From an optimization exercise on the open Yosys and OpenROAD flow, aimed at small area, a short achievable clock period and few clock cycles per item; shortcuts taken in it are not production practice. Only simulation tests tie the RTL to the original design; equivalence was not proved. No activity file was given, so power comes from the tool's default toggle rates.

File: design.v
package ex_pkg;
    typedef enum logic [2:0] {
        KIND_ALU,
        KIND_BRANCH,
        KIND_JAL,
        KIND_JALR,
        KIND_DIV
    } op_kind_e;
    typedef enum logic [3:0] {
        ALU_ADD, ALU_SUB, ALU_SLL, ALU_SRL,
        ALU_SRA, ALU_AND, ALU_OR,  ALU_XOR,
        ALU_SLT, ALU_SLTU, ALU_EQ, ALU_NE,
        ALU_LT,  ALU_GE,  ALU_LTU, ALU_GEU
    } alu_op_e;
    typedef enum logic [1:0] {
        DIV_DIV,
        DIV_DIVU,
        DIV_REM,
        DIV_REMU
    } div_op_e;
    typedef enum logic [1:0] {
        SRC1_ZERO,
        SRC1_PC,
        SRC1_RS1
    } src1_sel_e;
    typedef enum logic {
        SRC2_IMM,
        SRC2_RS2
    } src2_sel_e;
    typedef struct packed {
        logic [32-1:0]   pc;
        logic [32-1:0]   imm;
        logic [32-1:0]   rs1_data;
        logic [32-1:0]   rs2_data;
        logic [5-1:0] rd_addr;
        logic               rd_we;
        op_kind_e           kind;
        alu_op_e            alu_op;
        div_op_e            div_op;
        src1_sel_e          src1_sel;
        src2_sel_e          src2_sel;
        logic               pred_taken;      
        logic [32-1:0]   pred_pc;         
    } id_ex_t;
    typedef struct packed {
        logic [32-1:0]   pc;
        logic [5-1:0] rd_addr;
        logic               rd_we;
        logic [32-1:0]   rd_wdata;
    } ex_mem_t;
    typedef struct packed {
        logic               is_branch;
        logic               taken;
        logic [32-1:0]   target;
        logic               miss;
        logic [32-1:0]   redirect_pc;
    } branch_res_t;
endpackage
`timescale 1ns/1ps
module ex_decode (
    input  logic             clk,
    input  logic             rst_n,
    input  logic             in_valid,
    input  ex_pkg::id_ex_t           in_bits,
    input  logic             accept,
    input  logic             div_busy,
    output logic [32-1:0] operand_a,
    output logic [32-1:0] operand_b,
    output ex_pkg::alu_op_e          alu_op,
    output logic             div_start,
    output ex_pkg::div_op_e          div_op,
    output logic [32-1:0] dividend,
    output logic [32-1:0] divisor,
    output logic             issue_valid,
    output ex_pkg::id_ex_t           issue_bits
);
    logic is_div;
    logic is_jump;
    assign is_div  = (in_bits.kind == ex_pkg::KIND_DIV);
    assign is_jump = (in_bits.kind == ex_pkg::KIND_JAL) || (in_bits.kind == ex_pkg::KIND_JALR);
    always_comb begin
        case (in_bits.src1_sel)
            ex_pkg::SRC1_PC:  operand_a = in_bits.pc;        
            ex_pkg::SRC1_RS1: operand_a = in_bits.rs1_data;
            default:  operand_a = '0;                
        endcase
    end
    assign operand_b = (in_bits.src2_sel == ex_pkg::SRC2_RS2) ? in_bits.rs2_data : in_bits.imm;
    assign alu_op = is_jump ? ex_pkg::ALU_ADD : in_bits.alu_op;
    assign div_start   = accept && is_div;
    assign div_op      = in_bits.div_op;
    assign dividend    = in_bits.rs1_data;
    assign divisor     = in_bits.rs2_data;
    assign issue_valid = accept && !is_div;    
    assign issue_bits  = in_bits;
endmodule
`timescale 1ns/1ps
module ex_alu (
    input  logic [32-1:0] operand_a,
    input  logic [32-1:0] operand_b,
    input  ex_pkg::alu_op_e          alu_op,
    output logic [32-1:0] alu_out
);
    logic [5-1:0] shamt;
    logic                lt_s;
    logic                lt_u;
    logic                eq;
    assign shamt = operand_b[5-1:0];
    assign lt_s  = $signed(operand_a) < $signed(operand_b);
    assign lt_u  = operand_a < operand_b;
    assign eq    = operand_a == operand_b;
    always_comb begin
        alu_out = '0;
        case (alu_op)
            ex_pkg::ALU_ADD:  alu_out = operand_a + operand_b;
            ex_pkg::ALU_SUB:  alu_out = operand_a - operand_b;
            ex_pkg::ALU_SLL:  alu_out = operand_a << shamt;
            ex_pkg::ALU_SRL:  alu_out = operand_a >> shamt;
            ex_pkg::ALU_SRA:  alu_out = $signed(operand_a) >>> shamt;     
            ex_pkg::ALU_AND:  alu_out = operand_a & operand_b;
            ex_pkg::ALU_OR:   alu_out = operand_a | operand_b;
            ex_pkg::ALU_XOR:  alu_out = operand_a ^ operand_b;
            ex_pkg::ALU_SLT,
            ex_pkg::ALU_LT:   alu_out[0] = lt_s;
            ex_pkg::ALU_SLTU,
            ex_pkg::ALU_LTU:  alu_out[0] = lt_u;
            ex_pkg::ALU_EQ:   alu_out[0] = eq;
            ex_pkg::ALU_NE:   alu_out[0] = !eq;
            ex_pkg::ALU_GE:   alu_out[0] = !lt_s;
            ex_pkg::ALU_GEU:  alu_out[0] = !lt_u;
            default:  alu_out = '0;
        endcase
    end
endmodule
`timescale 1ns/1ps
module ex_divider (
    input  logic             clk,
    input  logic             rst_n,
    input  logic             start,
    input  ex_pkg::div_op_e          div_op,
    input  logic [32-1:0] dividend,
    input  logic [32-1:0] divisor,
    output logic             busy,
    output logic             done,
    output logic [32-1:0] result
);
    logic                  signed_op;
    logic                  a_neg;
    logic                  b_neg;
    logic [32-1:0]      a_mag;
    logic [32-1:0]      b_mag;
    logic [6-1:0] count;
    logic [32-1:0]      quot_q;       
    logic [32-1:0]      rem_q;
    logic [32-1:0]      div_mag_q;
    logic [32-1:0]      dividend_q;
    logic                  want_rem_q;
    logic                  q_neg_q;
    logic                  r_neg_q;
    logic                  zero_q;
    logic [32:0]        rem_shift;
    logic [32:0]        rem_diff;
    logic [32-1:0]      quot_fix;
    logic [32-1:0]      rem_fix;
    assign signed_op = (div_op == ex_pkg::DIV_DIV) || (div_op == ex_pkg::DIV_REM);
    assign a_neg     = signed_op && dividend[32-1];
    assign b_neg     = signed_op && divisor[32-1];
    assign a_mag     = a_neg ? -dividend : dividend;    
    assign b_mag     = b_neg ? -divisor : divisor;
    assign rem_shift = {rem_q, quot_q[32-1]};
    assign rem_diff  = rem_shift - {1'b0, div_mag_q};
    always_ff @(posedge clk) begin
        if (!rst_n) begin
            busy  <= 1'b0;
            done  <= 1'b0;
            count <= '0;
        end else begin
            done <= 1'b0;
            if (start) begin
                busy  <= 1'b1;
                count <= '0;
            end else if (busy) begin
                count <= count + 1'b1;
                if (count == 6'(32 - 1)) begin
                    busy <= 1'b0;    
                    done <= 1'b1;
                end
            end
        end
    end
    always_ff @(posedge clk) begin
        if (start) begin
            quot_q     <= a_mag;
            rem_q      <= '0;
            div_mag_q  <= b_mag;
            dividend_q <= dividend;
            want_rem_q <= (div_op == ex_pkg::DIV_REM) || (div_op == ex_pkg::DIV_REMU);
            q_neg_q    <= a_neg ^ b_neg;
            r_neg_q    <= a_neg;                  
            zero_q     <= (divisor == '0);
        end else if (busy) begin
            quot_q <= {quot_q[32-2:0], !rem_diff[32]};
            rem_q  <= rem_diff[32] ? rem_shift[32-1:0] : rem_diff[32-1:0];
        end
    end
    assign quot_fix = q_neg_q ? -quot_q : quot_q;
    assign rem_fix  = r_neg_q ? -rem_q : rem_q;
    always_comb begin
        if (zero_q) begin
            result = want_rem_q ? dividend_q : '1;
        end else begin
            result = want_rem_q ? rem_fix : quot_fix;
        end
    end
endmodule
`timescale 1ns/1ps
module ex_resolve (
    input  logic             clk,
    input  logic             rst_n,
    input  logic             issue_valid,
    input  ex_pkg::id_ex_t           issue_bits,
    input  logic             div_start,
    input  logic [32-1:0] alu_out,
    input  logic             div_done,
    input  logic [32-1:0] div_result,
    input  logic             out_ready,
    output logic             out_valid,
    output ex_pkg::ex_mem_t          out_bits,
    output ex_pkg::branch_res_t      out_branch,
    output logic             out_full
);
    logic               is_jump;
    logic               is_cond;
    logic [32-1:0]   pc_step;
    logic [32-1:0]   pc_imm;
    logic               load;
    ex_pkg::ex_mem_t            next_bits;
    ex_pkg::branch_res_t        next_branch;
    logic [32-1:0]   div_pc;
    logic [5-1:0] div_rd_addr;
    logic               div_rd_we;
    assign is_jump = (issue_bits.kind == ex_pkg::KIND_JAL) || (issue_bits.kind == ex_pkg::KIND_JALR);
    assign is_cond = (issue_bits.kind == ex_pkg::KIND_BRANCH);
    assign pc_step = issue_bits.pc + 32'(4);
    assign pc_imm  = issue_bits.pc + issue_bits.imm;
    always_ff @(posedge clk) begin
        if (div_start) begin
            div_pc      <= issue_bits.pc;
            div_rd_addr <= issue_bits.rd_addr;
            div_rd_we   <= issue_bits.rd_we;
        end
    end
    always_comb begin
        next_bits   = '0;
        next_branch = '0;
        if (div_done) begin
            next_bits.pc       = div_pc;
            next_bits.rd_addr  = div_rd_addr;
            next_bits.rd_we    = div_rd_we;
            next_bits.rd_wdata = div_result;
        end else begin
            next_bits.pc       = issue_bits.pc;
            next_bits.rd_addr  = issue_bits.rd_addr;
            next_bits.rd_we    = issue_bits.rd_we;
            next_bits.rd_wdata = is_jump ? pc_step : alu_out;    
            if (is_jump || is_cond) begin
                next_branch.is_branch = 1'b1;
                next_branch.taken     = is_jump || alu_out[0];
                next_branch.target    = is_jump ? alu_out : pc_imm;
                if (next_branch.taken) begin
                    next_branch.miss = !issue_bits.pred_taken ||
                                       (issue_bits.pred_pc != next_branch.target);
                    next_branch.redirect_pc = next_branch.target;
                end else begin
                    next_branch.miss        = issue_bits.pred_taken;
                    next_branch.redirect_pc = pc_step;
                end
            end
        end
    end
    assign load = issue_valid || div_done;
    always_ff @(posedge clk) begin
        if (!rst_n) begin
            out_valid <= 1'b0;
        end else if (load) begin
            out_valid <= 1'b1;
        end else if (out_ready) begin
            out_valid <= 1'b0;
        end
    end
    always_ff @(posedge clk) begin
        if (load) begin
            out_bits   <= next_bits;
            out_branch <= next_branch;
        end
    end
    assign out_full = out_valid;
endmodule
`timescale 1ns/1ps
module ex_stage (
    input  logic        clk,
    input  logic        rst_n,
    input  logic        in_valid,
    input  ex_pkg::id_ex_t      in_bits,
    output logic        in_ready,
    output logic        out_valid,
    output ex_pkg::ex_mem_t     out_bits,
    output ex_pkg::branch_res_t out_branch,
    input  logic        out_ready
);
    logic             accept;
    logic [32-1:0] operand_a;
    logic [32-1:0] operand_b;
    ex_pkg::alu_op_e          alu_op;
    logic [32-1:0] alu_out;
    logic             div_start;
    ex_pkg::div_op_e          div_op;
    logic [32-1:0] dividend;
    logic [32-1:0] divisor;
    logic             div_busy;
    logic             div_done;
    logic [32-1:0] div_result;
    logic             issue_valid;
    ex_pkg::id_ex_t           issue_bits;
    logic             out_full;
    assign in_ready = !div_busy && !div_done && !(out_full && !out_ready);
    assign accept   = in_valid && in_ready;
    ex_decode i_decode (
        .clk         (clk),
        .rst_n       (rst_n),
        .in_valid    (in_valid),
        .in_bits     (in_bits),
        .accept      (accept),
        .div_busy    (div_busy),
        .operand_a   (operand_a),
        .operand_b   (operand_b),
        .alu_op      (alu_op),
        .div_start   (div_start),
        .div_op      (div_op),
        .dividend    (dividend),
        .divisor     (divisor),
        .issue_valid (issue_valid),
        .issue_bits  (issue_bits)
    );
    ex_alu i_alu (
        .operand_a (operand_a),
        .operand_b (operand_b),
        .alu_op    (alu_op),
        .alu_out   (alu_out)
    );
    ex_divider i_divider (
        .clk      (clk),
        .rst_n    (rst_n),
        .start    (div_start),
        .div_op   (div_op),
        .dividend (dividend),
        .divisor  (divisor),
        .busy     (div_busy),
        .done     (div_done),
        .result   (div_result)
    );
    ex_resolve i_resolve (
        .clk         (clk),
        .rst_n       (rst_n),
        .issue_valid (issue_valid),
        .issue_bits  (issue_bits),
        .div_start   (div_start),
        .alu_out     (alu_out),
        .div_done    (div_done),
        .div_result  (div_result),
        .out_ready   (out_ready),
        .out_valid   (out_valid),
        .out_bits    (out_bits),
        .out_branch  (out_branch),
        .out_full    (out_full)
    );
endmodule
`timescale 1ns/1ps
module ex_unit (
    input  logic               clk,
    input  logic               rst_n,
    input  logic               in_valid,
    output logic               in_ready,
    input  logic [32-1:0]   in_pc,
    input  logic [32-1:0]   in_imm,
    input  logic [32-1:0]   in_rs1_data,
    input  logic [32-1:0]   in_rs2_data,
    input  logic [5-1:0] in_rd_addr,
    input  logic               in_rd_we,
    input  logic [2:0]         in_kind,
    input  logic [3:0]         in_alu_op,
    input  logic [1:0]         in_div_op,
    input  logic [1:0]         in_src1_sel,
    input  logic               in_src2_sel,
    input  logic               in_pred_taken,
    input  logic [32-1:0]   in_pred_pc,
    output logic               out_valid,
    input  logic               out_ready,
    output logic [32-1:0]   out_pc,
    output logic [5-1:0] out_rd_addr,
    output logic               out_rd_we,
    output logic [32-1:0]   out_rd_wdata,
    output logic               out_is_branch,
    output logic               out_taken,
    output logic [32-1:0]   out_target,
    output logic               out_miss,
    output logic [32-1:0]   out_redirect_pc
);
    ex_pkg::id_ex_t      in_bits;
    ex_pkg::ex_mem_t     out_bits;
    ex_pkg::branch_res_t out_branch;
    always_comb begin
        in_bits            = '0;
        in_bits.pc         = in_pc;
        in_bits.imm        = in_imm;
        in_bits.rs1_data   = in_rs1_data;
        in_bits.rs2_data   = in_rs2_data;
        in_bits.rd_addr    = in_rd_addr;
        in_bits.rd_we      = in_rd_we;
        in_bits.kind       = ex_pkg::op_kind_e'(in_kind);
        in_bits.alu_op     = ex_pkg::alu_op_e'(in_alu_op);
        in_bits.div_op     = ex_pkg::div_op_e'(in_div_op);
        in_bits.src1_sel   = ex_pkg::src1_sel_e'(in_src1_sel);
        in_bits.src2_sel   = ex_pkg::src2_sel_e'(in_src2_sel);
        in_bits.pred_taken = in_pred_taken;
        in_bits.pred_pc    = in_pred_pc;
    end
    ex_stage i_stage (
        .clk        (clk),
        .rst_n      (rst_n),
        .in_valid   (in_valid),
        .in_bits    (in_bits),
        .in_ready   (in_ready),
        .out_valid  (out_valid),
        .out_bits   (out_bits),
        .out_branch (out_branch),
        .out_ready  (out_ready)
    );
    assign out_pc          = out_bits.pc;
    assign out_rd_addr     = out_bits.rd_addr;
    assign out_rd_we       = out_bits.rd_we;
    assign out_rd_wdata    = out_bits.rd_wdata;
    assign out_is_branch   = out_branch.is_branch;
    assign out_taken       = out_branch.taken;
    assign out_target      = out_branch.target;
    assign out_miss        = out_branch.miss;
    assign out_redirect_pc = out_branch.redirect_pc;
endmodule
File: run.sh
#!/bin/bash
# synth_recipe.tcl (not shown) runs the flow's synth.tcl, then flattens the netlist and writes it again
# the make line also repeats each setting of config.mk as NAME=value (left out here)
make -C /OpenROAD-flow-scripts/flow DESIGN_CONFIG=/design/flow/config.mk WORK_HOME=/design/flow/orfs CLKGATE_MAP_FILE= SYNTH_SCRIPT=/design/flow/synth_recipe.tcl finish
File: config.mk
export PLATFORM = sky130hd
export DESIGN_NAME = ex_unit
export DESIGN_NICKNAME = ex_unit
export VERILOG_FILES = /design/flow/design.v
export SDC_FILE = /design/flow/constraint.sdc
export NUM_CORES = 4
export LEC_CHECK = 0
export CAP_MARGIN = 40
export CORE_MARGIN = 2
export CORE_UTILIZATION = 40
export PLACE_DENSITY = 0.6
export SLEW_MARGIN = 20
File: constraint.sdc
create_clock -name core_clock -period 10.0 [get_ports {clk}]
set_input_delay 2.0000 -clock core_clock [delete_from_list [all_inputs] [get_ports {clk}]]
set_output_delay 2.0000 -clock core_clock [all_outputs]
set_load 0.01 [all_outputs]
==> flow_metrics.env <==
export IMPL_hp_start="i_stage.i_divider.count[5]"
export IMPL_grtUsageMet1_pct=53.3
export IMPL_ir_drop_uv=99.0
export IMPL_first_pass_iters=9
export IMPL_grt_util_met2_pct=65.2
export IMPL_grt_setup_unrepaired="no"
export IMPL_hold_viol=0
export IMPL_drc_errors=0
export IMPL_setup_viol=0
export IMPL_r2r_start="i_stage.i_divider.quot_q[31]"
export IMPL_grt_max_degree=66
export IMPL_io_pins=322
export IMPL_fin_crit_ns=8.52
export IMPL_final_cell_mix="353 x nor2_1, 320 x clkdlybuf4s50_1, 318 x nand2_1"
export IMPL_post_place_ws_ns=1.20
export IMPL_critical_path_max_fanout=17
export IMPL_synth_edf_count=275
export IMPL_cts_resized=0
export IMPL_cp_required_ns=10.29
export IMPL_dieHeight_um=278
export IMPL_startpoint_type="primary input"
export IMPL_p_int_mw=3.30
export IMPL_slew_headroom_pct=26.8
export IMPL_area_delta_synth_final_pct=19.8
export IMPL_seq_power_share_pct=30.8
export IMPL_synthesis_nets=4008
export IMPL_antenna_found_initial=12
export IMPL_cts_tree="done"
export IMPL_setup_ws_ns=1.48
export IMPL_grt_overflow=0
export IMPL_power_density_nw_per_um2=159
export IMPL_drv_cap=0
export IMPL_grt_pass1_wl_mm=236
export IMPL_sw_frac_of_total_pct=42.3
export IMPL_ys_flop_type="edfxtp_1"
export IMPL_cp_end_kind="register"
export IMPL_ys_seq_area_share_pct=30.2
export IMPL_fin_crit_sh_pct=85.2
export IMPL_via_count=32900
export IMPL_drive_gt1_share_pct=8.69
export IMPL_die_area_um2=77300
export IMPL_use_met3_pct=8.23
export IMPL_grt_pass1_vias=30800
export IMPL_synth_cells=3653
export IMPL_drt_antenna_violating_nets=0
export IMPL_leakage_nw=13.5
export IMPL_yosys_cell_types_count=88
export IMPL_min_to="i_stage.i_divider.done"
export IMPL_clockPowerShare_pct=22.7
export IMPL_ys_seq_elements=316
export IMPL_dp_cells=4854
export IMPL_core_area_um2=74400
export IMPL_clk_pin_slew_ns=0.06
export IMPL_postSynthAreaPerCell_um2=8.22
export IMPL_routabilityCongestion=1.14
export IMPL_rows=100
export IMPL_ys_async_sr_fraction_pct=0
export IMPL_fmax_ghz=0.117
export IMPL_final_common_cell="nor2_1"
export IMPL_clock_latency_ns=0.54
export IMPL_clockRootBuffer="clkbuf_16"
export IMPL_cts_num_sinks=316
export IMPL_stdcell_area_um2=36000
export IMPL_finalSetupTns_ns=0
export IMPL_hold_class="reg -> reg"
export IMPL_tightest_slew_ns=1.10
export IMPL_vias_per_cell=6.67
export IMPL_p_switching_mw=2.42
export IMPL_start_util_pct=40.3
export IMPL_nets=4286
export IMPL_dpl_instance_area_um2=34800
export IMPL_place_hpwl_mm=135
export IMPL_reg2reg_to="i_stage.i_divider.rem_q[29]"
export IMPL_cts_buffers=35
export IMPL_grt_usage_pct=42.7
export IMPL_maxSlewViolCount=0
export IMPL_io_buffers=321
export IMPL_wirelength_mm=170
export IMPL_h_tree_depth=2
export IMPL_chipWidth_um=278
export IMPL_p_comb_share_pct=46.6
export IMPL_hold_buffers=0
export IMPL_wire_per_inst_um=34.5
export IMPL_drtIter0Drc=4334
export IMPL_critical_path_class="in -> reg"
export IMPL_finalNonFillerCells=4930
export IMPL_gr_max_usage_layer="met2"
export IMPL_post_cts_setup_buffer_count=0
export IMPL_synth_warnings=5
export IMPL_syn_cell_area_um2=30000
export IMPL_status="timing/DRC/antenna clean"
export IMPL_r2r_setup_slack_ns=5.00
export IMPL_holdPathStages=1
export IMPL_fin_skew_ns=0.0210
export IMPL_worstPathArrival_ns=8.80
export IMPL_r2r_cells=16
export IMPL_clock_path_buffers=3
power by group through the flow:
stage,clock (mW),combinational (mW),sequential [mW]
after floorplan,0,1.56,1.75
after global placement,0,2.57,1.78
after detailed placement,0,2.56,1.78
after CTS,1.31,2.58,1.76
after global routing,1.36,2.82,1.78
final,1.30,2.66,1.76
kinds of logic after synthesis:
family	after synthesis	share of synthesized area (%)
AOI/OAI and AO/OA	1167	25.5
xor gates and xnor gates	252	7.63
adders and majority gates	172	7.27
buffers and inverters	405	5.15
DFF	316	30.2
muxes	131	4.91
and+or+nand+nor	1210	19.3
metrics by stage:
| stage | hold WS, ns | utilization (%) | power [mW] |
|---|---|---|---|
| 6_report | 0.468 | 48.3 | 5.71 |
| 5_1_grt | 0.492 | 48.3 | 5.96 |
| 4_1_cts | 0.469 | 48.2 | 5.65 |
| 3_5_place_dp | 0.452 | 46.7 | 4.35 |
| 3_3_place_gp | 0.455 | 46.5 | 4.35 |
| 2_1_floorplan | 0.436 | - | 3.31 |
how the worst max path moves through the flow:
stage / from / end / slack, ns / depth (start not counted)
after CTS: in_src1_sel[1] / i_stage.i_resolve.out_branch[32] / 1.70 / 23
after floorplan: in_src2_sel / i_stage.i_resolve.out_branch[32] / 2.22 / 22
after global routing: in_src1_sel[1] / i_stage.i_resolve.out_branch[32] / 1.04 / 23
final: in_src1_sel[1] / i_stage.i_resolve.out_branch[32] / 1.48 / 23
after global placement: in_src1_sel[1] / i_stage.i_resolve.out_branch[32] / 1.32 / 21
after detailed placement: in_src1_sel[1] / i_stage.i_resolve.out_branch[32] / 1.20 / 23
sequential cells by signal, summed over array words and instances, names as in the netlist:
name / flops
i_stage.i_divider.busy: 1
i_stage.i_resolve.div_rd_addr: 5
i_stage.i_divider.r_neg_q: 1
i_stage.i_divider.div_mag_q: 32
i_stage.i_divider.rem_q: 32
i_stage.i_divider.q_neg_q: 1
i_stage.i_resolve.out_valid: 1
i_stage.i_resolve.out_branch: 67
i_stage.i_resolve.div_pc: 32
i_stage.i_divider.zero_q: 1
i_stage.i_divider.quot_q: 32
i_stage.i_divider.done: 1
i_stage.i_divider.dividend_q: 32
i_stage.i_resolve.div_rd_we: 1
i_stage.i_divider.count: 6
i_stage.i_divider.want_rem_q: 1
i_stage.i_resolve.out_bits: 70
Yosys cell counts, drive strengths merged (50+ instances only):
cell	instances	area share [%]
xor2	117	3.4
nor4	108	2.2
nor2	354	4.4
nand3	79	1.3
a21oi	267	4.4
edfxtp	275	27
o31ai	50	1.3
nor3	92	1.5
o21ai	286	4.8
inv	172	2.1
a22oi	64	1.6
clkbuf	180	2.2
xnor2	129	3.8
nand2	319	4.0
mux2i	58	1.9
a211oi	62	1.5
mux2	67	2.5
buf	53	0.75
ha	168	7.0
worst max-delay path: stages:
cell	delay [ns]
clkdlybuf4s50_1	0.48
inv_1	0.09
ha_1	0.54
buf_4	0.34
a22oi_1	0.22
nor2_1	0.46
inv_1	0.17
fa_1	0.49
o21bai_1	0.23
a221oi_1	0.13
buf_4	0.18
nor3_1	0.32
o21ai_0	0.36
o31ai_1	0.47
buf_4	0.24
a21oi_1	0.11
or4_1	0.50
a22oi_1	0.42
o221ai_1	0.29
xor2_1	0.29
o41ai_1	0.13
nor4_1	0.26
nor2_1	0.06
routing by layer:
layer	up-vias	wire length, um
met4	6	16200
met1	15800	64900
met3	544	16700
met5	-	35
met2	2190	72300
li1	14300	-
final cells by class:
class                      instances  area, um2
antenna                            3       7.51
sequential                       316       9080
timing repair buffer             474       4360
clock inverter                    17        148
tap                              969       1210
inverter                         172        648
multi-input combinational       2932      19600
fill                            7376      38500
clock buffer                      47        976
Testbench counts, summed over its fixed seeds: cycles 13,009, items 3,200.

==> port drivers added, routing unchanged <==
How much do the figures lean on ideal ports? The routed layout below was timed once more, with nothing changed but the port constraints. Step 1 sets driving cells, clkbuf_16 on the clock port and buf_2 on the other inputs (assumed; they add their load-dependent delay and slew). Step 2 times the ports against the registers' clock, not the clock port: input delays grow and output delays shrink by t, the midpoint of the rising clock arrivals with the driver on. Slacks: no drivers / after step 1 / after step 2; pairs: no drivers / after step 1.
t, ns: 0.583
setup slack, ns: 1.485 / 1.512 / 0.928
worst register clock-pin slew, ns: 0.07 / 0.07
pins driven straight from the clock port: 1
After both steps this run still meets setup and hold. For this run, drivers alone change the setup slack by +0.027 ns; drivers and shift together by -0.557 ns.
